This design comes from an exercise in tuning for small area, a short achievable clock period and few clock cycles on the open sky130 flow, not from production work.
In this exercise RTL edits were held to simulation tests only and were not proved equivalent to the original.

==> flow/design.v (outline; a module is shown in full before it is edited, if it fits) <==
// module segment_convex_polygon_hit: 745 lines
module segment_convex_polygon_hit #(
	parameter int MAX_VERTICES = scph_pkg::MAX_VERTICES_DEF
) (
	input  logic                          clk,
	input  logic                          arst_n,
	input  logic                          req_valid,
	output logic                          req_stall,
	input  scph_pkg::req_t                req,
	output logic                          rsp_valid,
	input  logic                          rsp_stall,
	output scph_pkg::rsp_t                rsp,
	input  logic                          cfg_valid,
	output logic                          cfg_ready,
	input  logic [scph_pkg::CFG_BITS-1:0] cfg_data
);
  // ...
==> flow/run.sh <==
#!/bin/bash
# synth_recipe.tcl (not shown) runs the flow's synth.tcl, then flattens the netlist and writes it again
# the make line also repeats each setting of config.mk as NAME=value (left out here)
make -C /OpenROAD-flow-scripts/flow DESIGN_CONFIG=/design/flow/config.mk WORK_HOME=/design/flow/orfs CLKGATE_MAP_FILE= SYNTH_SCRIPT=/design/flow/synth_recipe.tcl finish
==> flow/config.mk <==
export PLATFORM = sky130hd
export DESIGN_NAME = segment_convex_polygon_hit
export DESIGN_NICKNAME = segment_convex_polygon_hit
export VERILOG_FILES = /design/flow/design.v
export SDC_FILE = /design/flow/constraint.sdc
export NUM_CORES = 4
export LEC_CHECK = 0
export CAP_MARGIN = 20
export CORE_MARGIN = 2
export CORE_UTILIZATION = 55
export PLACE_DENSITY = 0.65
export SETUP_SLACK_MARGIN = 4.2
export SLEW_MARGIN = 20
export TNS_END_PERCENT = 5
==> flow/constraint.sdc <==
create_clock -name core_clock -period 7.5 [get_ports {clk}]
set_input_delay 1.5000 -clock core_clock [delete_from_list [all_inputs] [get_ports {clk}]]
set_output_delay 1.5000 -clock core_clock [all_outputs]
set_load 0.01 [all_outputs]
==> impl_metrics.env, run 1 <==
export IMPL_synth_simple_area_share_pct=6.108
export IMPL_max_stage_delay_ps=1100
export IMPL_fillers=19540
export IMPL_hpwl_um=296900
export IMPL_first_pass_iters=7
export IMPL_post_synth_top_count_cell="inv_1"
export IMPL_insertedDiodeCount=54
export IMPL_cap_violations=0
export IMPL_clkTransAtPathRegs_ps=70
export IMPL_regToRegSetupSlack_ps=4110
export IMPL_yosysTopAreaCellShare_pct=20.78
export IMPL_placed_cells=14910
export IMPL_insertion_delay_ps=980
export IMPL_syn_to_final_growth_pct=10.97
export IMPL_whs_path_depth=0
export IMPL_clock_tree_buffer_depth=3
export IMPL_synth_top_cell_by_area="dfxtp_1"
export IMPL_worst_setup_path_start_kind="register"
export IMPL_initialDrtViolationCount=11760
export IMPL_status="complete, no violations"
export IMPL_synth_area_top_cells="dfxtp_1 21%, edfxtp_1 17%, fa_1 17%"
export IMPL_largest_reg_flops=512
export IMPL_wl_um=428900
export IMPL_clock_buffers=315
export IMPL_min_period_ps=3386
export IMPL_seq_area_share_pct=36.10
export IMPL_synth_mux_area_share_pct=0.7300
export IMPL_antenna_found_initial=58
export IMPL_num_rows=182
export IMPL_dpl_cell_area_um2=138200
export IMPL_cts_setup_buffers=2
export IMPL_cts_resized_gates=19
export IMPL_worstReg2RegStart="mo_y[12]$_DFF_P_"
export IMPL_synth_xor_area_share_pct=10.03
export IMPL_synthTopCellsByCount="1587 x inv_1, 1404 x dfxtp_1, 1286 x a22oi_1"
export IMPL_multi_input_area_share_pct=48.61
export IMPL_dominant_cells="multi-input combinational cells"
Testbench counts, summed over its fixed seeds: cycles 21,114.
==> run 2, diff against run 1 <==
--- a/flow/design.v
+++ b/flow/design.v
@@ -156,54 +156,48 @@
 		f_ve = '0;
 		f_vo = '0;
 		for (int i = 0; i < 8; i++) begin
 			f_ve = f_ve | ({(2*CB){f_oh[i]}} & mem[2*i]);
 			f_vo = f_vo | ({(2*CB){f_oh[i]}} & mem[2*i+1]);
 		end
 	end
 	logic                  g_v, g_q, g_first, g_last, g_odd, g_n3;
-	logic [2*CB-1:0]       g_ve, g_vo;
-	logic signed [CB-1:0]  g_ox, g_oy, g_dx, g_dy, f_vex, f_vey, f_vox, f_voy;
+	logic signed [CB-1:0]  g_dx, g_dy, f_vex, f_vey, f_vox, f_voy;
 	logic signed [WB-1:0]  fe_x, fe_y, fo_x, fo_y;
+	assign f_vex = f_ve[2*CB-1:CB];
+	assign f_vey = f_ve[CB-1:0];
+	assign f_vox = f_vo[2*CB-1:CB];
+	assign f_voy = f_vo[CB-1:0];
 	always_ff @(posedge clk) begin
-		g_ve <= f_ve;
-		g_vo <= f_vo;
+		fe_x <= WB'(f_vex) - WB'(ox_q);
+		fe_y <= WB'(f_vey) - WB'(oy_q);
+		fo_x <= WB'(f_vox) - WB'(ox_q);
+		fo_y <= WB'(f_voy) - WB'(oy_q);
 		if (f_v && f_q && f_first) begin
-			g_ox <= ox_q;
-			g_oy <= oy_q;
 			g_dx <= dx_q;
 			g_dy <= dy_q;
 		end
 	end
-	assign f_vex = g_ve[2*CB-1:CB];
-	assign f_vey = g_ve[CB-1:0];
-	assign f_vox = g_vo[2*CB-1:CB];
-	assign f_voy = g_vo[CB-1:0];
-	assign fe_x  = WB'(f_vex) - WB'(g_ox);
-	assign fe_y  = WB'(f_vey) - WB'(g_oy);
-	assign fo_x  = WB'(f_vox) - WB'(g_ox);
-	assign fo_y  = WB'(f_voy) - WB'(g_oy);
 	logic                 m_v, m_q, m_first, m_last, m_odd, m_n3, m_wrapa;
 	logic                 r_v, r_q, r_n3;         
 	logic signed [WB-1:0] me_x, me_y, mo_x, mo_y, aA_x, bA_x, bB_x, h_x;
-	logic [26:0]          me_yd, mo_yd, aA_yd, bA_yd, bB_yd, h_yd;    
+	logic [26:0]          me_yd, aA_yd, bA_yd, bB_yd, h_yd;           
 	logic [23:0]          mdxd, mdyd;                               
 	logic [26:0]          fe_yd, fo_yd;
 	assign fe_yd = benc17(fe_y);
 	assign fo_yd = benc17(fo_y);
 	always_ff @(posedge clk) begin
 		me_x  <= fe_x;
 		me_y  <= fe_y;
 		me_yd <= fe_yd;
 		mo_x  <= fo_x;
 		mo_y  <= fo_y;
-		mo_yd <= fo_yd;
 		aA_x  <= mo_x;
-		aA_yd <= mo_yd;
+		aA_yd <= benc17(mo_y);
 		if (m_q && m_last && !m_odd) begin
 			bA_x  <= h_x;
 			bA_yd <= h_yd;
 		end else begin
 			bA_x  <= fe_x;
 			bA_yd <= fe_yd;
 		end
 		if (g_q && g_last && g_odd) begin
==> flow/config.mk (replaced) <==
export PLATFORM = sky130hd
export DESIGN_NAME = segment_convex_polygon_hit
export DESIGN_NICKNAME = segment_convex_polygon_hit
export VERILOG_FILES = /design/flow/design.v
export SDC_FILE = /design/flow/constraint.sdc
export NUM_CORES = 4
export LEC_CHECK = 0
export CAP_MARGIN = 20
export CORE_MARGIN = 2
export CORE_UTILIZATION = 55
export CTS_CLUSTER_DIAMETER = 90
export CTS_CLUSTER_SIZE = 24
export PLACE_DENSITY = 0.65
export SETUP_SLACK_MARGIN = 4.0
export SLEW_MARGIN = 20
export TNS_END_PERCENT = 5
==> run 2 against run 1 <==
  * Final cell count decreased by 2.6%
  * Fmax decreased by 6.2%
  * First-iteration DRC count decreased by 11%
  * Flip-flop and latch count decreased by 44
  * Critical path depth decreased by 1
  * Worst hold slack improved by 33 ps
  * Die area decreased by 1.1%
==> impl_metrics.env, run 2 <==
export IMPL_cts_htree_levels=4
export IMPL_synth_edf_count=753
export IMPL_hpwl_um=310600
export IMPL_endpoint_kind="register"
export IMPL_top_register="mem"
export IMPL_status="complete, no violations"
export IMPL_clock_skew_ps=40.90
export IMPL_ys_flop_type="dfxtp_1"
export IMPL_largest_reg_flops=512
export IMPL_synth_async_reset_ratio_pct=4.326
export IMPL_post_place_ws_ps=3229
export IMPL_coreArea_um2=242500
export IMPL_grt_max_degree=60
export IMPL_initialDrtViolationCount=10500
export IMPL_clock_sinks=2242
export IMPL_antenna_found_initial=34
export IMPL_cts_buffers=134
export IMPL_synth_nets=14400
export IMPL_num_rows=181
export IMPL_seqCellArea_um2=52970
export IMPL_insertion_delay_ps=870
export IMPL_synth_area_top_cells="dfxtp_1 21%, fa_1 17%, edfxtp_1 17%"
export IMPL_cp_arrival_ps=4350
export IMPL_slew_violations=0
export IMPL_netlist_area_um2=133700
export IMPL_setup_viol=0
export IMPL_routed_via_density=5.921
export IMPL_port_buffers=82
export IMPL_fp_dieH_um=497.1
export IMPL_drc=0
export IMPL_nNetsFinal=13950
export IMPL_placed_cells=14780
export IMPL_wl_per_cell_um=28.31
export IMPL_cts_root_buffer_cell="clkbuf_16"
export IMPL_path_class="reg -> reg"
export IMPL_avgSynthCellArea_um2=10.97
export IMPL_hp_class="reg -> reg"
export IMPL_synthTopCellsByCount="1552 x inv_1, 1392 x dfxtp_1, 1284 x a22oi_1"
export IMPL_grt_use_total_pct=34.32
export IMPL_grt_pass1_wl_um=621900
export IMPL_rsz0062_at_grt="yes"
export IMPL_post_synth_top_count_cell="inv_1"
export IMPL_die_area_um2=247100
export IMPL_synth_seq_cells=2242
export IMPL_required_ps=8240
export IMPL_min_period_over_period_pct=48.15
export IMPL_yosys_warnings=2
export IMPL_fin_ws_ps=3889
export IMPL_worst_setup_path_start_kind="register"
export IMPL_max_freq_mhz=276.9
export IMPL_cts_tree="done"
export IMPL_final_common_cell="inv_1"
export IMPL_yosysTopAreaCellShare_pct=20.84
export IMPL_grt_pass1_vias=91050
export IMPL_min_period_ps=3611
export IMPL_clock_tree_buffer_depth=3
export IMPL_fp_dieW_um=497.1
export IMPL_fillers=20080
export IMPL_first_pass_iters=7
export IMPL_gp_congestion=0.9577
export IMPL_finalHoldViolations=0
export IMPL_ant_nets=0
export IMPL_clkTransAtPathRegs_ps=100
export IMPL_ioPinCount=84
export IMPL_synth_top_cell_by_area="dfxtp_1"
export IMPL_vias=89590
export IMPL_start_util_pct=55.13
export IMPL_postSynthCellCount=12190
export IMPL_worst_slew_pin_slew_ps=1236
export IMPL_cap_violations=0
export IMPL_worstPathMaxFanout=21
export IMPL_cts_hold_buffers=0
export IMPL_multiInputGateArea_um2=72170
export IMPL_tns_ps=0
export IMPL_slew_headroom_pct=17.49
export IMPL_drive_above_1_share_pct=5.408
export IMPL_wl_um=428400
export IMPL_final_cells=15130
export IMPL_ys_types=84
export IMPL_grt_overflow=0
export IMPL_seq_area_frac_synth_pct=39.56
export IMPL_layout_common_cells="1551 x inv_1, 1363 x dfxtp_1, 1281 x a22oi_1"
export IMPL_syn_to_final_growth_pct=6.486
run 2: changes by cell type in the layout (fill, tap and decap cells not counted), sizes merged, moves of 16 or more:
cell,before,now
a211oi,12,29
buf,250,201
bufinv,29,3
clkbuf,337,178
clkinv,81,33
diode,54,77
edfxtp,785,753
inv,1610,1594
nand2,395,372
nor2,1004,941
or3,6,22
xnor2,1047,1108
xor2,499,451
run 2: per-stage QoR:
step	util (%)	instance area (um^2)	hold WS, ps
final	58.71	142400	348.6
after global routing	58.69	142300	346.0
after CTS	58.46	141800	352.9
after detailed placement	56.40	136800	334.7
after global placement	56.39	136800	332.7
after floorplan	-	133700	325.7
run 2: worst paths after layout:
check	to	startpoint	slack, ps	depth (start not counted)
worst min register to register	c2_uO[2]$_DFF_P_	c1_uO0[2]$_DFF_P_	350	0
worst max-delay path	p_sB2[11]$_DFF_P_	me_y[1]$_DFF_P_	3890	6
max in group asynchronous	p_first$_DFF_PN0_	arst_n	5480	2
min in group asynchronous	f_oh[6]$_DFF_PN0_	arst_n	630	1
worst min-delay path	c2_uO[2]$_DFF_P_	c1_uO0[2]$_DFF_P_	350	0
worst max register to register	p_sB2[11]$_DFF_P_	me_y[1]$_DFF_P_	3890	6
run 2: logic make-up after synthesis:
family                   Yosys count  share of synthesized area [%]
adder cells (fa/ha/maj)         2125                          26.31
AO/OA/AOI/OAI                   1933                          10.33
multiplexers                      94                         0.7710
XOR/XNOR                        1559                          10.21
AND/OR/NAND/NOR                 1802                          5.972
flip-flops                      2242                          39.56
other                              1                       0.002804
buffers and inverters           2437                          6.846
run 2: layout make-up:
type / instances / area share, %
diodes: 77 / 0.1353
clock buffers: 178 / 2.529
clock inverters: 65 / 0.7223
inverters: 1569 / 4.143
multi-input cells: 7516 / 50.68
flip-flops and latches: 2242 / 37.20
well taps: 3202 / 2.814
repair buffers: 282 / 1.778
run 2: layer usage:
metal,vias up,global-route usage (%),routed length (um)
met3,948,10.84,51220
met2,5019,49.66,181000
met1,44420,46.62,172800
li1,39190,-,-
met4,10,16.69,23240
met5,-,0.4823,135
run 2: worst max-delay path, stage by stage, from the launching register on:
cell and delay (ps):
dfxtp_2 1040, inv_2 480, xnor2_1 390, fa_1 500, fa_1 490, inv_1 50, fa_1 480
run 2: repair_timing:
item,in CTS,in global routing
setup endpoints to repair,164,228
gates cloned,2,0
buffers inserted,15,16
endpoints found under the hold margin,0,0
pin swaps,1,13
resized for setup,44,74
Testbench counts of run 2, summed over its fixed seeds: cycles 21,114.
==> run 3, diff against run 2 <==
--- a/flow/config.mk
+++ b/flow/config.mk
@@ -11,6 +11,6 @@
 export CTS_CLUSTER_DIAMETER = 90
 export CTS_CLUSTER_SIZE = 24
 export PLACE_DENSITY = 0.65
-export SETUP_SLACK_MARGIN = 4.0
+export SETUP_SLACK_MARGIN = 4.5
 export SLEW_MARGIN = 20
 export TNS_END_PERCENT = 5
==> run 3 against run 2 <==
  * Worst hold slack lost 9.5 ps
  * Still clean on timing, DRC and antenna
  * Non-clock buffer count grew 322
  * Register-to-register slack gained 200 ps
  * Final cell count grew 2.0%
  * Die area is the same
  * Global-route usage grew 0.41 points
  * Routed wire length grew 2.8%
==> impl_metrics.env, run 3 <==
export IMPL_synth_async_reset_ratio_pct=4.326
export IMPL_cts_root_buffer_cell="clkbuf_16"
export IMPL_synth_area_top_cells="dfxtp_1 21%, fa_1 17%, edfxtp_1 17%"
export IMPL_grtUsageMet1_pct=46.08
export IMPL_ant_nets=0
export IMPL_insertion_delay_ps=880
export IMPL_synth_nets=14400
export IMPL_drive_above_1_share_pct=10.65
export IMPL_clock_tree_buffer_depth=3
export IMPL_synthTopCellsByCount="1552 x inv_1, 1392 x dfxtp_1, 1284 x a22oi_1"
export IMPL_grt_overflow=0
export IMPL_fillers=19390
export IMPL_min_delay_start="c2_av$_DFF_PN0_"
export IMPL_worst_slew_pin_slew_ps=1205
export IMPL_routed_via_density=5.960
export IMPL_max_stage_delay_ps=510
export IMPL_required_ps=8250
export IMPL_netlist_area_um2=133700
export IMPL_cp_slowest_cell="edfxtp_1"
export IMPL_slew_headroom_pct=19.10
export IMPL_cts_htree_levels=4
export IMPL_postSynthCellCount=12190
export IMPL_slew_violations=0
export IMPL_min_period_over_period_pct=45.42
export IMPL_rsz0062_at_grt="yes"
export IMPL_finalHoldViolations=0
export IMPL_ioPinCount=84
export IMPL_synth_top_cell_by_area="dfxtp_1"
export IMPL_min_period_ps=3407
export IMPL_synth_edf_count=753
export IMPL_drc=0
export IMPL_use_met3_pct=11.43
export IMPL_fin_ws_ps=4093
export IMPL_antenna_found_initial=48
export IMPL_whs_endpoint="c3_av$_DFF_PN0_"
export IMPL_post_place_ws_ps=3195
export IMPL_cap_violations=0
export IMPL_grt_pass1_wl_um=629300
export IMPL_fp_dieH_um=497.1
export IMPL_hp_class="reg -> reg"
export IMPL_clock_skew_ps=43.29
export IMPL_largest_reg_flops=512
export IMPL_worstReg2RegStart="mdyd[7]$_DFFE_PP_"
export IMPL_setup_viol=0
export IMPL_r2r_end="p_uO2[14]$_DFF_P_"
export IMPL_cpLargestDelayFamily="adder cells"
export IMPL_fp_dieW_um=497.1
export IMPL_avgSynthCellArea_um2=10.97
export IMPL_path_class="reg -> reg"
export IMPL_ys_flop_type="dfxtp_1"
export IMPL_layout_common_cells="1529 x inv_1, 1266 x dfxtp_1, 1232 x a22oi_1"
export IMPL_first_pass_iters=10
export IMPL_worst_setup_path_start_kind="register"
export IMPL_worstPathMaxFanout=16
export IMPL_cp_num_buf_inv=4
export IMPL_clkTransAtPathRegs_ps=100
export IMPL_start_util_pct=55.13
export IMPL_syn_to_final_growth_pct=10.96
export IMPL_clock_sinks=2242
export IMPL_grt_max_degree=60
export IMPL_initialDrtViolationCount=10720
export IMPL_max_freq_mhz=293.5
export IMPL_cts_buffers=131
export IMPL_nNetsFinal=14270
export IMPL_wl_um=440400
export IMPL_hpwl_um=309700
export IMPL_die_area_um2=247100
export IMPL_regToRegSetupSlack_ps=4090
export IMPL_post_synth_top_count_cell="inv_1"
export IMPL_gp_congestion=0.9749
export IMPL_final_common_cell="inv_1"
export IMPL_grt_use_total_pct=34.74
export IMPL_cpMostUsedCell="fa_1"
export IMPL_cp_arrival_ps=4160
export IMPL_worstPathCellList="ha_4, nor2b_4, buf_4, buf_12, buf_16, a22oi_1, xnor2_1, fa_1, fa_1, inv_1, fa_1"
export IMPL_vias=92010
export IMPL_endpoint_kind="register"
export IMPL_ys_types=84
export IMPL_top_usage_layer="met2"
export IMPL_port_buffers=82
export IMPL_tns_ps=0
export IMPL_met2_usage_pct=50.31
export IMPL_top_register="mem"
export IMPL_synth_seq_cells=2242
export IMPL_cts_tree="done"
export IMPL_wl_per_cell_um=28.53
export IMPL_status="complete, no violations"
export IMPL_grt_pass1_vias=92340
export IMPL_ff2ff_path_depth=11
export IMPL_yosys_warnings=2
export IMPL_whs_path_depth=0
export IMPL_yosysTopAreaCellShare_pct=20.84
export IMPL_seq_area_frac_synth_pct=39.56
export IMPL_worstSetupPathDepth=11
export IMPL_num_rows=181
export IMPL_coreArea_um2=242500
==> run 3: cell counts after synthesis <==
Identical to the previous run, type by type.
==> run 3: timing repair <==
action,4_1_cts,5_1_grt
gates resized for setup,377,360
endpoints found under the hold margin,0,0
buffers inserted,162,151
hold buffers,0,0
gates cloned,31,8
endpoints found under the setup margin,458,496
pin swaps,190,107
==> run 3: area by class of cell <==
type / instances / area [um^2] / area share [%]
repair buffers: 604 / 6777 / 4.567
clock inverters: 63 / 999.7 / 0.6738
clock buffers: 169 / 3471 / 2.339
diodes: 74 / 185.2 / 0.1248
inverters: 1569 / 5912 / 3.984
well taps: 3202 / 4006 / 2.700
multi-input cells: 7515 / 73900 / 49.81
flip-flops and latches: 2242 / 53120 / 35.80
==> run 3: logic make-up after synthesis <==
logic type / count (synthesis) / share of synthesized area [%]
multiplexers: 94 / 0.7710
AND/OR/NAND/NOR: 1802 / 5.972
AO/OA/AOI/OAI: 1933 / 10.33
flip-flops: 2242 / 39.56
buffers and inverters: 2437 / 6.846
other: 1 / 0.002804
adder cells (fa/ha/maj): 2125 / 26.31
XOR/XNOR: 1559 / 10.21
==> run 3: worst register-to-register path, delay by kind of cell (launching register included) <==
| kind | cells | cell delay [ps] |
|---|---|---|
| buf+inv | 4 | 500 |
| xor+xnor | 1 | 190 |
| compound gates | 1 | 270 |
| flops | 1 | 510 |
| fa+ha+maj | 4 | 1790 |
| simple gates | 1 | 50 |
==> run 3: how the worst max path moves through the flow <==
stage                       start                     to  slack (ps)
2_1_floorplan  mdxd[15]$_DFFE_PP_      p_uE0[20]$_DFF_P_        4000
3_3_place_gp            rsp_stall  infl_q[2]$_DFFE_PN0P_        3260
3_5_place_dp            rsp_stall  infl_q[4]$_DFFE_PN0P_        3200
4_1_cts         mdyd[6]$_DFFE_PP_      p_uE2[19]$_DFF_P_        4270
5_1_grt         c2_uE[15]$_DFF_P_       c3_tB[0]$_DFF_P_        3970
6_report        mdyd[7]$_DFFE_PP_      p_uO2[14]$_DFF_P_        4090
==> run 3: metrics by stage <==
| stage | std cells | utilization [%] | instance area (um^2) | hold WS (ps) |
|---|---|---|---|---|
| 2_1_floorplan | 12190 | - | 133700 | 325.7 |
| 3_3_place_gp | 14780 | 56.40 | 136800 | 332.0 |
| 3_5_place_dp | 14780 | 56.40 | 136800 | 334.7 |
| 4_1_cts | 15210 | 59.82 | 145100 | 350.5 |
| 5_1_grt | 15420 | 61.15 | 148300 | 346.7 |
| 6_report | 15440 | 61.17 | 148400 | 339.1 |
==> run 3: routing by layer <==
layer  routed length (um)  vias up
met4                27140       24
met1               172800    45750
met2               186400     5283
met3                53900     1110
met5                  242        -
li1                     -    39840
==> run 4, diff against run 3 <==
--- a/flow/config.mk
+++ b/flow/config.mk
@@ -11,6 +11,6 @@
 export CTS_CLUSTER_DIAMETER = 90
 export CTS_CLUSTER_SIZE = 24
 export PLACE_DENSITY = 0.65
-export SETUP_SLACK_MARGIN = 4.5
+export SETUP_SLACK_MARGIN = 4.2
 export SLEW_MARGIN = 20
 export TNS_END_PERCENT = 5
==> run 4 against run 3 <==
  * Sequential share of layout area is 0.70 points higher
  * Critical path depth is 3 lower
  * Die area stayed put
  * Routed wire length is 0.43% higher
  * Register-to-register slack worse by 20 ps
  * Non-clock buffer count is 181 lower
  * Final cell count is 1.0% lower
  * Fmax is 0.72% lower
  * Synthesized area stayed put
  * Utilization is 1.3 points lower
  * Setup slack worse by 25 ps
==> impl_metrics.env, run 4 <==
export IMPL_num_rows=181
export IMPL_cp_num_buf_inv=1
export IMPL_multiInputGateArea_um2=72800
export IMPL_cts_htree_levels=4
export IMPL_synth_area_top_cells="dfxtp_1 21%, fa_1 17%, edfxtp_1 17%"
export IMPL_worstPathCellList="ha_2, a22oi_1, nor2_1, xnor2_1, fa_1, fa_1, inv_1, fa_1"
export IMPL_cap_violations=0
export IMPL_slew_headroom_pct=9.252
export IMPL_cts_root_buffer_cell="clkbuf_16"
export IMPL_synth_top_cell_by_area="dfxtp_1"
export IMPL_hp_class="reg -> reg"
export IMPL_final_common_cell="inv_1"
export IMPL_grt_use_total_pct=34.53
export IMPL_initialDrtViolationCount=11150
export IMPL_grt_pass1_vias=91360
export IMPL_fp_dieW_um=497.1
export IMPL_placed_cells=14780
export IMPL_fp_dieH_um=497.1
export IMPL_cp_slowest_cell="ha_2"
export IMPL_grt_overflow=0
export IMPL_finish_utilization_pct=59.88
export IMPL_fillers=19730
export IMPL_nNetsFinal=14090
export IMPL_ys_flop_type="dfxtp_1"
export IMPL_status="complete, no violations"
export IMPL_port_buffers=82
export IMPL_worst_slew_pin_slew_ps=1350
export IMPL_synth_edf_count=753
export IMPL_syn_to_final_growth_pct=8.611
export IMPL_synth_nets=14400
export IMPL_max_stage_delay_ps=580
export IMPL_wl_um=442400
export IMPL_synth_async_reset_ratio_pct=4.326
export IMPL_insertion_delay_ps=880
export IMPL_cpMostUsedCell="fa_1"
export IMPL_setup_viol=0
export IMPL_tns_ps=0
export IMPL_cts_tree="done"
export IMPL_layout_common_cells="1544 x inv_1, 1336 x dfxtp_1, 1272 x a22oi_1"
export IMPL_avgSynthCellArea_um2=10.97
export IMPL_ant_nets=0
export IMPL_hpwl_um=310600
export IMPL_drc=0
export IMPL_yosys_warnings=2
export IMPL_synthTopCellsByCount="1552 x inv_1, 1392 x dfxtp_1, 1284 x a22oi_1"
export IMPL_cts_hold_buffers=0
export IMPL_first_pass_iters=7
export IMPL_rsz0062_at_grt="yes"
export IMPL_cp_arrival_ps=4110
export IMPL_ys_types=84
export IMPL_min_period_ps=3432
export IMPL_die_area_um2=247100
export IMPL_cts_buffers=134
export IMPL_coreArea_um2=242500
export IMPL_seq_area_frac_synth_pct=39.56
export IMPL_required_ps=8180
export IMPL_worstPathMaxFanout=17
export IMPL_top_register="mem"
export IMPL_postSynthCellCount=12190
export IMPL_seqCellArea_um2=53020
export IMPL_max_freq_mhz=291.4
export IMPL_ioPinCount=84
export IMPL_post_synth_top_count_cell="inv_1"
export IMPL_clkTransAtPathRegs_ps=90
export IMPL_start_util_pct=55.13
export IMPL_clock_skew_ps=53.46
export IMPL_grt_pass1_wl_um=624800
export IMPL_cpLargestDelayFamily="adder cells"
export IMPL_synth_seq_cells=2242
export IMPL_clock_sinks=2242
export IMPL_path_class="reg -> reg"
export IMPL_min_period_over_period_pct=45.76
export IMPL_vias=91220
export IMPL_antenna_found_initial=37
export IMPL_slew_violations=0
export IMPL_grt_max_degree=60
export IMPL_drive_above_1_share_pct=7.654
export IMPL_finalHoldViolations=0
export IMPL_largest_reg_flops=512
export IMPL_gp_congestion=0.9577
export IMPL_worst_setup_path_start_kind="register"
export IMPL_routed_via_density=5.972
export IMPL_yosysTopAreaCellShare_pct=20.84
export IMPL_clock_tree_buffer_depth=3
export IMPL_netlist_area_um2=133700
export IMPL_wl_per_cell_um=28.96
export IMPL_endpoint_kind="register"
export IMPL_final_cells=15280
==> run 4: cell counts after synthesis <==
Identical to the previous run, type by type.
==> run 4: cell type report <==
cell class                      instances  share of cell area (%)
Timing Repair Buffer                  423                   3.214
Sequential cell                      2242                   36.51
Multi-Input combinational cell       7516                   50.13
Inverter                             1569                   4.068
Tap cell                             3202                   2.758
Antenna cell                           81                  0.1396
Clock buffer                          178                   2.479
Clock inverter                         65                  0.7081
==> run 4: worst reg2reg max path, cell delays in order, from the launching register on <==
cell	delay, ps
dfxtp_1	570
ha_2	590
a22oi_1	170
nor2_1	190
xnor2_1	110
fa_1	520
fa_1	540
inv_1	50
fa_1	520
==> run 4: routing by layer <==
metal	up-vias	track usage (%)	routed length [um]
met5	-	0.4823	409
met1	45100	46.58	174900
met2	5465	49.83	185200
li1	39460	-	-
met4	14	17.37	26380
met3	1189	11.20	55440
==> run 4: cell families (layout without fill, tap and decap cells) <==
family / Yosys count / count (layout) / synth area share [%]
flip-flops: 2242 / 2242 / 39.56
multiplexers: 94 / 94 / 0.7710
XOR/XNOR: 1559 / 1559 / 10.21
AND/OR/NAND/NOR: 1802 / 1804 / 5.972
AO/OA/AOI/OAI: 1933 / 1933 / 10.33
buffers and inverters: 2437 / 2235 / 6.846
adder cells (fa/ha/maj): 2125 / 2125 / 26.31
other: 1 / 82 / 0.002804
==> run 4: final timing paths <==
kind                                   start                end  slack, ps  cells after the start
hold reg to reg            c1_uO0[2]$_DFF_P_   c2_uO[2]$_DFF_P_        340                      0
max in group asynchronous             arst_n     p_av$_DFF_PN0_       5500                      2
hold / removal             c1_uO0[2]$_DFF_P_   c2_uO[2]$_DFF_P_        340                      0
min in group asynchronous             arst_n  f_oh[6]$_DFF_PN0_        620                      1
setup / recovery           bA_yd[16]$_DFF_P_  p_sA1[12]$_DFF_P_       4070                      8
setup reg to reg           bA_yd[16]$_DFF_P_  p_sA1[12]$_DFF_P_       4070                      8
==> run 4: timing repair <==
action,in CTS,in global routing
gates cloned,6,14
pin swaps,9,95
resized for setup,123,237
endpoints found under the setup margin,296,305
setup buffers,47,107
==> run 4: stage by stage <==
stage / cell area, um^2 / hold WS, ps / setup slack [ps]
after floorplan: 133700 / 325.7 / 3981
after global placement: 136800 / 332.7 / 3244
after detailed placement: 136800 / 334.7 / 3229
after CTS: 142600 / 352.9 / 4065
after global routing: 145200 / 345.9 / 4019
final: 145200 / 341.4 / 4068
==> run 5, diff against run 4 <==
--- a/flow/config.mk
+++ b/flow/config.mk
@@ -7,10 +7,10 @@
 export LEC_CHECK = 0
 export CAP_MARGIN = 20
 export CORE_MARGIN = 2
-export CORE_UTILIZATION = 55
+export CORE_UTILIZATION = 65
 export CTS_CLUSTER_DIAMETER = 90
 export CTS_CLUSTER_SIZE = 24
-export PLACE_DENSITY = 0.65
+export PLACE_DENSITY = 0.72
 export SETUP_SLACK_MARGIN = 4.2
 export SLEW_MARGIN = 20
 export TNS_END_PERCENT = 5
==> run 5 against run 4 <==
  * Sequential share of layout area grew 0.59 points
  * Final area shrank 1.7%
  * Utilization grew 9.9 points
  * Fmax shrank 3.1%
  * Clock-buffer cell count shrank 9
  * Via count grew 0.97%
  * Synthesized cell count is the same
  * Clock skew grew 9.8 ps
  * Non-clock buffer count shrank 66
  * Critical path type unchanged
  * Highest routed layer unchanged
==> impl_metrics.env, run 5 <==
export IMPL_status="complete, no violations"
export IMPL_fp_dieH_um=457.6
export IMPL_drc=0
export IMPL_clock_tree_buffer_depth=3
export IMPL_ys_types=84
export IMPL_fp_dieW_um=457.6
export IMPL_port_buffers=82
export IMPL_cts_tree="done"
export IMPL_grt_max_degree=67
export IMPL_wl_um=420700
export IMPL_layout_common_cells="1546 x inv_1, 1351 x dfxtp_1, 1272 x a22oi_1"
export IMPL_rsz0062_at_grt="yes"
export IMPL_min_period_over_period_pct=47.21
export IMPL_cp_arrival_ps=4180
export IMPL_cp_startpoint="c1_uE0[3]$_DFF_P_"
export IMPL_gp_congestion=1.003
export IMPL_syn_to_final_growth_pct=6.811
export IMPL_hpwl_um=295600
export IMPL_routed_via_density=6.288
export IMPL_grt_pass1_wl_um=607500
export IMPL_worstReg2RegStart="c1_uE0[3]$_DFF_P_"
export IMPL_fillers=15000
export IMPL_setup_viol=0
export IMPL_synthTopCellsByCount="1552 x inv_1, 1392 x dfxtp_1, 1284 x a22oi_1"
export IMPL_grt_overflow=0
export IMPL_dpl_cell_area_um2=136000
export IMPL_synth_seq_cells=2242
export IMPL_whs_path_depth=0
export IMPL_worstPathMaxFanout=5
export IMPL_max_freq_mhz=282.4
export IMPL_endpoint_kind="register"
export IMPL_synth_area_top_cells="dfxtp_1 21%, fa_1 17%, edfxtp_1 17%"
export IMPL_grt_pass1_vias=92150
export IMPL_seqCellArea_um2=52980
export IMPL_ant_nets=0
export IMPL_slew_headroom_pct=18.53
export IMPL_drive_above_1_share_pct=6.445
export IMPL_synth_nets=14400
export IMPL_largest_reg_flops=512
export IMPL_wl_per_cell_um=28.72
export IMPL_final_cells=14650
export IMPL_yosysTopAreaCellShare_pct=20.84
export IMPL_initialDrtViolationCount=12630
export IMPL_fin_area_um2=142800
export IMPL_insertion_delay_ps=870
export IMPL_cap_violations=0
export IMPL_ioPinCount=84
export IMPL_clkTransAtPathRegs_ps=100
export IMPL_die_area_um2=209400
export IMPL_placed_cells=14250
export IMPL_clock_sinks=2242
export IMPL_coreArea_um2=204600
export IMPL_worst_slew_pin_slew_ps=1213
export IMPL_cts_hold_buffers=0
export IMPL_start_util_pct=65.36
export IMPL_antenna_found_initial=56
export IMPL_grt_use_total_pct=39.54
export IMPL_synth_edf_count=753
export IMPL_top_register="mem"
export IMPL_postSynthCellCount=12190
export IMPL_tns_ps=0
export IMPL_required_ps=8140
export IMPL_hp_class="reg -> reg"
export IMPL_min_period_ps=3541
export IMPL_first_pass_iters=11
export IMPL_netlist_area_um2=133700
export IMPL_nNetsFinal=14010
export IMPL_synth_top_cell_by_area="dfxtp_1"
export IMPL_final_common_cell="inv_1"
export IMPL_cts_htree_levels=3
export IMPL_synth_async_reset_ratio_pct=4.326
export IMPL_ff2ff_path_depth=12
export IMPL_clock_skew_ps=63.22
export IMPL_vias=92110
export IMPL_slew_violations=0
export IMPL_regToRegSetupSlack_ps=3960
export IMPL_cts_root_buffer_cell="clkbuf_16"
export IMPL_worst_setup_path_start_kind="register"
export IMPL_num_rows=166
export IMPL_multiInputGateArea_um2=72600
export IMPL_cts_buffers=120
export IMPL_min_delay_start="c2_av$_DFF_PN0_"
export IMPL_ys_flop_type="dfxtp_1"
export IMPL_path_class="reg -> reg"
export IMPL_seq_area_frac_synth_pct=39.56
export IMPL_finalHoldViolations=0
export IMPL_avgSynthCellArea_um2=10.97
export IMPL_yosys_warnings=2
export IMPL_post_synth_top_count_cell="inv_1"
-- run 5: layer usage --
layer	global-route usage (%)	part of all wire, %	vias up
li1	-	-	39310
met1	52.17	38	45150
met2	57.21	42	6146
met3	12.91	13	1469
met4	22.87	7.1	38
met5	0.6659	0.13	-
-- run 5: path summary, 6_finish.rpt --
path | endpoint
worst max-delay path | c2_uE[31]$_DFF_P_
worst min-delay path | c3_av$_DFF_PN0_
worst max register to register | c2_uE[31]$_DFF_P_
worst min register to register | c3_av$_DFF_PN0_
max in group asynchronous | c2_awrap$_DFF_PN0_
min in group asynchronous | infl_q[3]$_DFFE_PN0P_
-- run 5: cell type report --
type,count,area share [%]
repair buffers,357,2.745
clock inverters,47,0.4827
inverters,1569,4.130
clock buffers,169,2.260
flip-flops and latches,2242,37.09
multi-input cells,7517,50.83
diodes,59,0.1034
well taps,2688,2.355
-- run 5: cells by family after synthesis --
group / after synthesis / share of synthesized area (%)
adder cells (fa/ha/maj): 2125 / 26.31
multiplexers: 94 / 0.7710
XOR/XNOR: 1559 / 10.21
AND/OR/NAND/NOR: 1802 / 5.972
flip-flops: 2242 / 39.56
buffers and inverters: 2437 / 6.846
other: 1 / 0.002804
AO/OA/AOI/OAI: 1933 / 10.33
-- run 5: timing repair --
item,in CTS,in global routing
pin swaps,27,41
cloned,18,8
buffers inserted,57,43
setup endpoints to repair,311,348
resized for setup,142,128
-- run 5: per-stage QoR --
| step | setup WS, ps | utilization, % | hold WS (ps) |
|---|---|---|---|
| 6_report | 3959 | 69.82 | 334.3 |
| 3_5_place_dp | 3144 | 66.48 | 334.7 |
| 4_1_cts | 3954 | 69.20 | 325.4 |
| 5_1_grt | 3870 | 69.78 | 346.8 |
| 3_3_place_gp | 3111 | 66.48 | 332.7 |
| 2_1_floorplan | 3981 | - | 325.7 |
-- run 5: critical path: stages, from the launching register on --
cell     delay, ps
dfxtp_1        350
ha_1           200
inv_1           70
fa_1           440
nor2b_4        150
o31a_4         160
o31ai_4         90
a31oi_2        260
and4_4         310
o41ai_4         80
o21ai_2        250
o41ai_2        120
xnor2_1        870
==> run 6, diff against run 5 <==
--- a/flow/config.mk
+++ b/flow/config.mk
@@ -7,10 +7,10 @@
 export LEC_CHECK = 0
 export CAP_MARGIN = 20
 export CORE_MARGIN = 2
-export CORE_UTILIZATION = 65
+export CORE_UTILIZATION = 50
 export CTS_CLUSTER_DIAMETER = 90
 export CTS_CLUSTER_SIZE = 24
-export PLACE_DENSITY = 0.72
+export PLACE_DENSITY = 0.62
 export SETUP_SLACK_MARGIN = 4.2
 export SLEW_MARGIN = 20
-export TNS_END_PERCENT = 5
+export TNS_END_PERCENT = 0
==> run 6 against run 5 <==
  * Utilization shrank 16 points
  * Setup slack gained 60 ps
  * Register-to-register slack gained 60 ps
  * Synthesized cell count is the same
  * Final cell count grew 6.1%
  * Final area grew 0.67%
  * Via count shrank 2.7%
  * Sequential share of layout area shrank 0.25 points
  * Critical path depth shrank 3
  * Routed wire length grew 2.4%
  * Largest cell class unchanged
==> impl_metrics.env, run 6 <==
export IMPL_antenna_found_initial=51
export IMPL_die_area_um2=271600
export IMPL_largest_reg_flops=512
export IMPL_endpoint_kind="register"
export IMPL_synth_async_reset_ratio_pct=4.326
export IMPL_slew_violations=0
export IMPL_fin_ws_ps=4019
export IMPL_synth_seq_cells=2242
export IMPL_fillers=22970
export IMPL_multiInputGateArea_um2=72580
export IMPL_ant_nets=0
export IMPL_wl_um=430800
export IMPL_yosys_warnings=2
export IMPL_initialDrtViolationCount=10090
export IMPL_tns_ps=0
export IMPL_min_period_ps=3481
export IMPL_first_pass_iters=7
export IMPL_slew_headroom_pct=12.46
export IMPL_placed_cells=15100
export IMPL_clock_sinks=2242
export IMPL_cts_buffers=138
export IMPL_synth_top_cell_by_area="dfxtp_1"
export IMPL_worst_slew_pin_slew_ps=1304
export IMPL_netlist_area_um2=133700
export IMPL_max_freq_mhz=287.3
export IMPL_top_register="mem"
export IMPL_rsz0062_at_grt="yes"
export IMPL_grt_pass1_wl_um=620900
export IMPL_finalHoldViolations=0
export IMPL_seqCellArea_um2=52990
export IMPL_grt_overflow=0
export IMPL_grt_use_total_pct=31.25
export IMPL_cp_num_buf_inv=2
export IMPL_final_cells=15540
export IMPL_grt_pass1_vias=90020
export IMPL_ys_types=84
export IMPL_clkTransAtPathRegs_ps=90
export IMPL_routed_via_density=5.767
export IMPL_finish_utilization_pct=54.15
export IMPL_path_class="reg -> reg"
export IMPL_insertion_delay_ps=870
export IMPL_synth_edf_count=753
export IMPL_synthTopCellsByCount="1552 x inv_1, 1392 x dfxtp_1, 1284 x a22oi_1"
export IMPL_seq_area_frac_synth_pct=39.56
export IMPL_nNetsFinal=13980
export IMPL_min_period_over_period_pct=46.41
export IMPL_final_common_cell="inv_1"
export IMPL_hpwl_um=309000
export IMPL_gp_congestion=0.9686
export IMPL_num_rows=189
export IMPL_yosysTopAreaCellShare_pct=20.84
export IMPL_post_place_ws_ps=3175
export IMPL_synth_area_top_cells="dfxtp_1 21%, fa_1 17%, edfxtp_1 17%"
export IMPL_fp_dieH_um=521.2
export IMPL_cts_hold_buffers=0
export IMPL_fp_dieW_um=521.2
export IMPL_status="complete, no violations"
export IMPL_worst_setup_path_start_kind="register"
export IMPL_hp_class="reg -> reg"
export IMPL_drc=0
export IMPL_drive_above_1_share_pct=6.313
export IMPL_vias=89610
export IMPL_coreArea_um2=265600
export IMPL_cp_slowest_cell="dfxtp_1"
export IMPL_cts_root_buffer_cell="clkbuf_16"
export IMPL_worstSetupPathDepth=9
export IMPL_ioPinCount=84
export IMPL_avgSynthCellArea_um2=10.97
export IMPL_cpLargestDelayFamily="adder cells"
export IMPL_worstPathMaxFanout=17
export IMPL_wl_per_cell_um=27.73
export IMPL_max_stage_delay_ps=820
export IMPL_cts_tree="done"
export IMPL_syn_to_final_growth_pct=7.532
export IMPL_synth_nets=14400
export IMPL_post_synth_top_count_cell="inv_1"
export IMPL_worstPathCellList="inv_1, ha_4, a22oi_1, nor2_1, xnor2_1, fa_1, fa_1, inv_1, fa_1"
export IMPL_clock_tree_buffer_depth=3
export IMPL_postSynthCellCount=12190
export IMPL_cp_arrival_ps=4180
export IMPL_whs_path_depth=0
export IMPL_ys_flop_type="dfxtp_1"
export IMPL_layout_common_cells="1549 x inv_1, 1359 x dfxtp_1, 1279 x a22oi_1"
export IMPL_clock_skew_ps=50.39
export IMPL_start_util_pct=50.35
export IMPL_port_buffers=82
export IMPL_ff2ff_path_depth=9
export IMPL_grt_max_degree=70
export IMPL_cap_violations=0
export IMPL_cpMostUsedCell="fa_1"
export IMPL_dpl_cell_area_um2=137200
export IMPL_required_ps=8200
export IMPL_setup_viol=0
export IMPL_cts_htree_levels=4
export IMPL_fin_area_um2=143800
## run 6: cell types whose count changed in the layout (fill, tap and decap cells not counted), sizes merged
cell	change
diode	+65
buf	-44
clkbuf	+14
clkinv	+13
bufbuf	-6
inv	+3
clkinvlp	+1
nor2b	-1
## run 6: per-stage QoR
stage          hold slack [ps]
6_report                 342.4
5_1_grt                  351.1
4_1_cts                  349.8
3_5_place_dp             334.7
3_3_place_gp             332.3
2_1_floorplan            325.7
## run 6: layer usage
layer	GRT usage, %	routed length (um)
met1	42.99	178400
met2	45.27	182400
met4	15.07	22740
met5	0	69
met3	8.923	47190
## run 6: path summary, 6_finish.rpt
path                                   start            endpoint  slack [ps]
min in group asynchronous             arst_n   f_oh[5]$_DFF_PN0_         570
hold reg to reg               r_n3$_DFF_PN0_      p_n3$_DFF_PN0_         340
max in group asynchronous             arst_n  c1_first$_DFF_PN0_        5780
setup / recovery           bA_yd[18]$_DFF_P_   p_sA2[20]$_DFF_P_        4020
hold / removal                r_n3$_DFF_PN0_      p_n3$_DFF_PN0_         340
setup reg to reg           bA_yd[18]$_DFF_P_   p_sA2[20]$_DFF_P_        4020
## run 6: final cells by class
type	count	area share [%]
multi-input cells	7516	50.48
flip-flops and latches	2242	36.85
inverters	1569	4.105
well taps	3533	3.074
clock buffers	184	2.581
repair buffers	306	2.063
clock inverters	64	0.6369
diodes	124	0.2158
## run 6: timing repair
action / 4_1_cts / 5_1_grt
cloned: 2 / 2
resized for setup: 105 / 137
setup endpoints to repair: 315 / 342
setup buffers: 39 / 19
pin swaps: 9 / 43
## run 6: kinds of logic (layout without fill, tap and decap cells)
family,Yosys count,count (layout),synth area share (%)
AO/OA/AOI/OAI,1933,1933,10.33
other,1,125,0.002804
flip-flops,2242,2242,39.56
AND/OR/NAND/NOR,1802,1804,5.972
XOR/XNOR,1559,1559,10.21
multiplexers,94,94,0.7710
adder cells (fa/ha/maj),2125,2125,26.31
buffers and inverters,2437,2123,6.846
==> run 7, diff against run 6 <==
--- a/flow/config.mk
+++ b/flow/config.mk
@@ -7,10 +7,10 @@
 export LEC_CHECK = 0
 export CAP_MARGIN = 20
 export CORE_MARGIN = 2
-export CORE_UTILIZATION = 50
+export CORE_UTILIZATION = 55
 export CTS_CLUSTER_DIAMETER = 90
 export CTS_CLUSTER_SIZE = 24
-export PLACE_DENSITY = 0.62
+export PLACE_DENSITY = 0.65
 export SETUP_SLACK_MARGIN = 4.2
 export SLEW_MARGIN = 20
 export TNS_END_PERCENT = 0
==> run 7 against run 6 <==
  * Utilization is 5.0 points higher
  * Clock-buffer cell count is 6 lower
  * Largest cell class unchanged
  * Synthesized cell count stayed put
  * Final cell count is 2.3% lower
  * Routed wire length is 0.71% higher
  * Still clean
  * Non-clock buffer count is 22 higher
  * Flip-flop and latch count stayed put
==> impl_metrics.env, run 7 <==
export IMPL_status="complete, no violations"
export IMPL_min_delay_start="c1_uO0[2]$_DFF_P_"
export IMPL_initialDrtViolationCount=10600
export IMPL_cap_violations=0
export IMPL_num_rows=181
export IMPL_wl_um=433900
export IMPL_fp_dieW_um=497.1
export IMPL_r2r_end="p_uE2[13]$_DFF_P_"
export IMPL_cp_slowest_cell="fa_1"
export IMPL_ant_nets=0
export IMPL_post_synth_top_count_cell="inv_1"
export IMPL_ys_flop_type="dfxtp_1"
export IMPL_worstReg2RegStart="mdyd[15]$_DFFE_PP_"
export IMPL_hpwl_um=310600
export IMPL_seqCellArea_um2=52980
export IMPL_max_freq_mhz=292.2
export IMPL_avgSynthCellArea_um2=10.97
export IMPL_finish_utilization_pct=59.18
export IMPL_endpoint_kind="register"
export IMPL_netlist_area_um2=133700
export IMPL_fp_dieH_um=497.1
export IMPL_hp_class="reg -> reg"
export IMPL_required_ps=8240
export IMPL_worstPathCellList="inv_1, ha_4, buf_12, a22oi_1, nor2_1, xor2_1, fa_1, fa_1, inv_1, fa_1"
export IMPL_vias=90420
export IMPL_layout_common_cells="1551 x inv_1, 1356 x dfxtp_1, 1279 x a22oi_1"
export IMPL_cp_num_buf_inv=3
export IMPL_ioPinCount=84
export IMPL_setup_viol=0
export IMPL_min_period_over_period_pct=45.63
export IMPL_cts_root_buffer_cell="clkbuf_16"
export IMPL_grt_pass1_vias=91170
export IMPL_final_common_cell="inv_1"
export IMPL_dpl_cell_area_um2=136800
export IMPL_die_area_um2=247100
export IMPL_largest_reg_flops=512
export IMPL_cp_arrival_ps=4170
export IMPL_synth_top_cell_by_area="dfxtp_1"
export IMPL_wl_per_cell_um=28.59
export IMPL_yosys_warnings=2
export IMPL_drc=0
export IMPL_fillers=19950
export IMPL_clock_skew_ps=45.38
export IMPL_synth_edf_count=753
export IMPL_min_period_ps=3423
export IMPL_first_pass_iters=8
export IMPL_cts_tree="done"
export IMPL_port_buffers=82
export IMPL_finalHoldViolations=0
export IMPL_clock_sinks=2242
export IMPL_synth_compound_area_share_pct=10.33
export IMPL_synth_xor_area_share_pct=10.21
export IMPL_syn_to_final_growth_pct=7.341
export IMPL_top_register="mem"
export IMPL_grt_max_degree=60
export IMPL_insertion_delay_ps=870
export IMPL_synth_nets=14400
export IMPL_fin_area_um2=143500
export IMPL_tns_ps=0
export IMPL_synth_top_family_by_area="adder cells"
export IMPL_whs_endpoint="c2_uO[2]$_DFF_P_"
export IMPL_whs_path_depth=0
export IMPL_synth_area_top_cells="dfxtp_1 21%, fa_1 17%, edfxtp_1 17%"
export IMPL_clock_tree_buffer_depth=3
export IMPL_nNetsFinal=14000
export IMPL_worst_slew_pin_slew_ps=1305
export IMPL_yosysTopAreaCellShare_pct=20.84
export IMPL_antenna_found_initial=36
export IMPL_synthAdderAreaFrac_pct=26.31
export IMPL_rsz0062_at_grt="yes"
export IMPL_multiInputGateArea_um2=72500
export IMPL_grt_use_total_pct=34.35
export IMPL_worstPathMaxFanout=19
export IMPL_synth_mux_area_share_pct=0.7710
export IMPL_clkTransAtPathRegs_ps=100
export IMPL_grt_overflow=0
export IMPL_grt_pass1_wl_um=622400
export IMPL_drive_above_1_share_pct=6.354
export IMPL_coreArea_um2=242500
export IMPL_start_util_pct=55.13
export IMPL_cts_htree_levels=4
export IMPL_ff2ff_path_depth=10
export IMPL_ys_types=84
export IMPL_cpMostUsedCell="fa_1"
export IMPL_synth_seq_cells=2242
export IMPL_postSynthCellCount=12190
export IMPL_path_class="reg -> reg"
export IMPL_regToRegSetupSlack_ps=4080
export IMPL_cpLargestDelayFamily="adder cells"
export IMPL_cts_buffers=134
export IMPL_synthTopCellsByCount="1552 x inv_1, 1392 x dfxtp_1, 1284 x a22oi_1"
export IMPL_synth_simple_area_share_pct=5.972
export IMPL_slew_violations=0
export IMPL_synth_async_reset_ratio_pct=4.326
export IMPL_gp_congestion=0.9577
export IMPL_max_stage_delay_ps=550
export IMPL_seq_area_frac_synth_pct=39.56
export IMPL_slew_headroom_pct=12.30
export IMPL_worst_setup_path_start_kind="register"
export IMPL_routed_via_density=5.958
[run 7: cell counts after synthesis]
Identical to the previous run, type by type.
[run 7: cell type report]
class | instances | area share (%)
multi-input cells | 7516 | 50.51
flip-flops and latches | 2242 | 36.91
inverters | 1569 | 4.114
well taps | 3202 | 2.791
clock buffers | 178 | 2.509
repair buffers | 328 | 2.316
clock inverters | 65 | 0.7165
diodes | 76 | 0.1325
[run 7: how the worst max path moves through the flow]
stage                  startpoint                    end  slack, ps  depth (start not counted)
2_1_floorplan      wr_v$_DFF_PN0_    mem[0][0]$_DFFE_PP_       3980                          2
3_5_place_dp            rsp_stall  infl_q[4]$_DFFE_PN0P_       3230                          5
3_3_place_gp            rsp_stall  infl_q[3]$_DFFE_PN0P_       3240                          5
5_1_grt         f_oh[2]$_DFF_PN0_       fe_y[14]$_DFF_P_       4030                         16
4_1_cts         f_oh[5]$_DFF_PN0_       fo_x[14]$_DFF_P_       4060                         16
6_report       mdyd[15]$_DFFE_PP_      p_uE2[13]$_DFF_P_       4080                         10
[run 7: repair_timing]
action	in CTS	in global routing
setup buffers	30	40
cloned	2	7
hold buffers	0	0
pin swaps	6	37
gates resized for setup	105	139
setup endpoints to repair	296	307
[run 7: per-layer routing]
metal	GRT usage (%)	vias up	part of all wire, %
li1	-	39280	-
met1	46.57	44720	40
met2	49.84	5310	42
met3	10.85	1097	12
met4	16.61	12	5.9
met5	0.4823	-	0.040
[run 7: cells by family after synthesis]
kind of cell / after synthesis
DFF: 2242
and+or+nand+nor: 1802
buffers and inverters: 2437
muxes: 94
other: 1
AOI/OAI and AO/OA: 1933
xor gates and xnor gates: 1559
adders and majority gates: 2125
[run 7: stage by stage]
stage / std cells / hold slack, ps / setup WS [ps]
2_1_floorplan: 12190 / 325.7 / 3981
5_1_grt: 15160 / 346.0 / 4031
3_5_place_dp: 14780 / 334.7 / 3229
4_1_cts: 15050 / 352.9 / 4065
6_report: 15180 / 347.6 / 4077
3_3_place_gp: 14780 / 332.7 / 3244
[run 7: worst reg2reg max path: cells and delay by family (launching register included)]
family,cells,cell delay [ps]
buffers and inverters,3,450
AND/OR/NAND/NOR,1,150
AO/OA/AOI/OAI,1,120
XOR/XNOR,1,210
flip-flops,1,410
adder cells (fa/ha/maj),4,1970
==> run 8, diff against run 7 <==
--- a/flow/config.mk
+++ b/flow/config.mk
@@ -11,6 +11,6 @@
 export CTS_CLUSTER_DIAMETER = 90
 export CTS_CLUSTER_SIZE = 24
 export PLACE_DENSITY = 0.65
-export SETUP_SLACK_MARGIN = 4.2
+export SETUP_SLACK_MARGIN = 4.3
 export SLEW_MARGIN = 20
 export TNS_END_PERCENT = 0
==> run 8 against run 7 <==
  * Register-to-register slack is essentially flat
  * Worst hold slack unchanged
  * Sequential share of layout area did not move
  * Setup slack did not move
  * Die area is the same
  * Non-clock buffer count unchanged
  * Flip-flop and latch count did not move
  * Synthesized area did not move
  * Critical path depth unchanged
  * Utilization did not move
  * Critical path type unchanged
  * Highest routed layer unchanged
==> impl_metrics.env, run 8 <==
export IMPL_yosysTopAreaCellShare_pct=20.84
export IMPL_layout_common_cells="1551 x inv_1, 1356 x dfxtp_1, 1279 x a22oi_1"
export IMPL_grt_overflow=0
export IMPL_clock_sinks=2242
export IMPL_synth_area_top_cells="dfxtp_1 21%, fa_1 17%, edfxtp_1 17%"
export IMPL_tns_ps=0
export IMPL_cpMostUsedCell="fa_1"
export IMPL_top_register="mem"
export IMPL_max_stage_delay_ps=550
export IMPL_hpwl_um=310600
export IMPL_cts_htree_levels=4
export IMPL_clock_tree_buffer_depth=3
export IMPL_grt_pass1_wl_um=622400
export IMPL_nNetsFinal=14000
export IMPL_ioPinCount=84
export IMPL_endpoint="p_uE2[13]$_DFF_P_"
export IMPL_largest_reg_flops=512
export IMPL_rsz0062_at_grt="yes"
export IMPL_fillers=19950
export IMPL_postSynthCellCount=12190
export IMPL_initialDrtViolationCount=10600
export IMPL_ys_flop_type="dfxtp_1"
export IMPL_syn_to_final_growth_pct=7.341
export IMPL_final_cells=15180
export IMPL_gp_congestion=0.9577
export IMPL_wl_per_cell_um=28.59
export IMPL_final_common_cell="inv_1"
export IMPL_cp_slowest_cell="fa_1"
export IMPL_avgSynthCellArea_um2=10.97
export IMPL_clkTransAtPathRegs_ps=100
export IMPL_worst_slew_pin_slew_ps=1305
export IMPL_finalHoldViolations=0
export IMPL_coreArea_um2=242500
export IMPL_post_synth_top_count_cell="inv_1"
export IMPL_min_period_ps=3423
export IMPL_slew_violations=0
export IMPL_regToRegSetupSlack_ps=4080
export IMPL_ff2ff_path_depth=10
export IMPL_drive_above_1_share_pct=6.354
export IMPL_r2r_end="p_uE2[13]$_DFF_P_"
export IMPL_port_buffers=82
export IMPL_synth_edf_count=753
export IMPL_setup_viol=0
export IMPL_ys_types=84
export IMPL_num_rows=181
export IMPL_cts_buffers=134
export IMPL_yosys_warnings=2
export IMPL_slew_headroom_pct=12.30
export IMPL_synth_top_cell_by_area="dfxtp_1"
export IMPL_path_class="reg -> reg"
export IMPL_required_ps=8240
export IMPL_grt_use_total_pct=34.35
export IMPL_seq_area_frac_synth_pct=39.56
export IMPL_cpLargestDelayFamily="adder cells"
export IMPL_wl_um=433900
export IMPL_insertion_delay_ps=870
export IMPL_cts_root_buffer_cell="clkbuf_16"
export IMPL_worst_setup_path_start_kind="register"
export IMPL_die_area_um2=247100
export IMPL_hp_class="reg -> reg"
export IMPL_first_pass_iters=8
export IMPL_start_util_pct=55.13
export IMPL_clock_skew_ps=45.38
export IMPL_fp_dieW_um=497.1
export IMPL_worstPathCellList="inv_1, ha_4, buf_12, a22oi_1, nor2_1, xor2_1, fa_1, fa_1, inv_1, fa_1"
export IMPL_max_freq_mhz=292.2
export IMPL_drc=0
export IMPL_synthTopCellsByCount="1552 x inv_1, 1392 x dfxtp_1, 1284 x a22oi_1"
export IMPL_ant_nets=0
export IMPL_vias=90420
export IMPL_cts_tree="done"
export IMPL_cp_startpoint="mdyd[15]$_DFFE_PP_"
export IMPL_fp_dieH_um=497.1
export IMPL_antenna_found_initial=36
export IMPL_worstSetupPathDepth=10
export IMPL_synth_nets=14400
export IMPL_synth_async_reset_ratio_pct=4.326
export IMPL_endpoint_kind="register"
export IMPL_grt_max_degree=60
export IMPL_cp_num_buf_inv=3
export IMPL_worstReg2RegStart="mdyd[15]$_DFFE_PP_"
export IMPL_cp_arrival_ps=4170
export IMPL_placed_cells=14780
export IMPL_netlist_area_um2=133700
export IMPL_routed_via_density=5.958
export IMPL_grt_pass1_vias=91170
export IMPL_cts_hold_buffers=0
export IMPL_synth_seq_cells=2242
export IMPL_status="complete, no violations"
export IMPL_min_period_over_period_pct=45.63
export IMPL_worstPathMaxFanout=19
export IMPL_cap_violations=0
[run 8: timing repair]
action                                  CTS  global route
endpoints found under the setup margin  349           381
cloned                                    2             7
buffers inserted                         30            40
gates resized for setup                 105           139
pin swaps                                 6            37
[run 8: worst min-delay path by stage]
| stage | startpoint | end | cells past startpoint |
|---|---|---|---|
| global route | c1_uO0[2]$_DFF_P_ | c2_uO[2]$_DFF_P_ | 0 |
| finish | c1_uO0[2]$_DFF_P_ | c2_uO[2]$_DFF_P_ | 0 |
| global placement | p_rq$_DFF_PN0_ | c1_rq$_DFF_PN0_ | 0 |
| floorplan | fo_x[0]$_DFF_P_ | mo_x[0]$_DFF_P_ | 0 |
| detailed placement | c2_av$_DFF_PN0_ | c3_av$_DFF_PN0_ | 0 |
| CTS | mo_x[0]$_DFF_P_ | aA_x[0]$_DFF_P_ | 0 |
[run 8: stage by stage]
step | worst slack, ps | cell area [um^2] | util (%) | hold slack [ps]
floorplan | 3981 | 133700 | - | 325.7
global placement | 3244 | 136800 | 56.39 | 332.7
detailed placement | 3229 | 136800 | 56.40 | 334.7
CTS | 4065 | 142100 | 58.61 | 352.9
global route | 4031 | 143500 | 59.16 | 346.0
finish | 4077 | 143500 | 59.18 | 347.6
[run 8: layout make-up]
type | instances | area [um^2] | share of cell area, %
diodes | 76 | 190.2 | 0.1325
clock buffers | 178 | 3601 | 2.509
clock inverters | 65 | 1028 | 0.7165
inverters | 1569 | 5906 | 4.114
multi-input cells | 7516 | 72500 | 50.51
flip-flops and latches | 2242 | 52980 | 36.91
well taps | 3202 | 4006 | 2.791
repair buffers | 328 | 3324 | 2.316
[run 8: cell families (layout without fill, tap and decap cells)]
kind of cell | Yosys count | count (layout) | share of synthesized area, %
compound gates | 1933 | 1933 | 10.33
simple gates | 1802 | 1804 | 5.972
flops | 2242 | 2242 | 39.56
other cells | 1 | 77 | 0.002804
xor+xnor | 1559 | 1559 | 10.21
fa+ha+maj | 2125 | 2125 | 26.31
buf+inv | 2437 | 2140 | 6.846
mux | 94 | 94 | 0.7710
[run 8: layer usage]
layer	GRT usage, %	vias to the layer above	part of all wire [%]
li1	-	39280	-
met1	46.57	44720	40
met2	49.84	5310	42
met3	10.85	1097	12
met4	16.61	12	5.9
met5	0.4823	-	0.040

[static timing again, ports no longer ideal]
Ports are ideal in the flow. The routed layouts listed here were re-timed in OpenROAD. Step 1: set_driving_cell puts a clkbuf_16 on clk and a buf_2 on each other input, an assumption about the parent block. Step 2 moves the port delays by t, midway between the first and last clock arrival at a register: inputs arrive t later, outputs are due t later. That takes back most of the time a late clock gives input paths. a / b / c = ideal ports / drivers / drivers and shift; a / b = the first two.
| run | t (ns) | slack for setup (ns) | worst slew at a driven data input, ns | pins driven straight from the clock port |
|---|---|---|---|---|
| run 1 | 1.028 | 4.114 / 4.035 / 3.217 | 0.10 | 1 |
| run 2 | 0.957 | 3.889 / 3.889 / 3.353 | 0.11 | 1 |
| run 3 | 0.962 | 4.093 / 4.093 / 3.514 | 0.15 | 1 |
| run 4 | 0.960 | 4.068 / 4.068 / 3.744 | 0.11 | 1 |
| run 5 | 0.936 | 3.959 / 3.959 / 3.619 | 0.06 | 1 |
| run 6 | 0.947 | 4.019 / 4.019 / 3.383 | 0.12 | 1 |
| run 7 | 0.953 | 4.077 / 4.077 / 3.757 | 0.11 | 1 |
| run 8 | 0.953 | 4.077 / 4.077 / 3.757 | 0.11 | 1 |
After both steps every run listed still meets setup and hold. For run 1, which loses most, drivers alone change the setup slack by -0.079 ns; drivers and shift together by -0.897 ns.
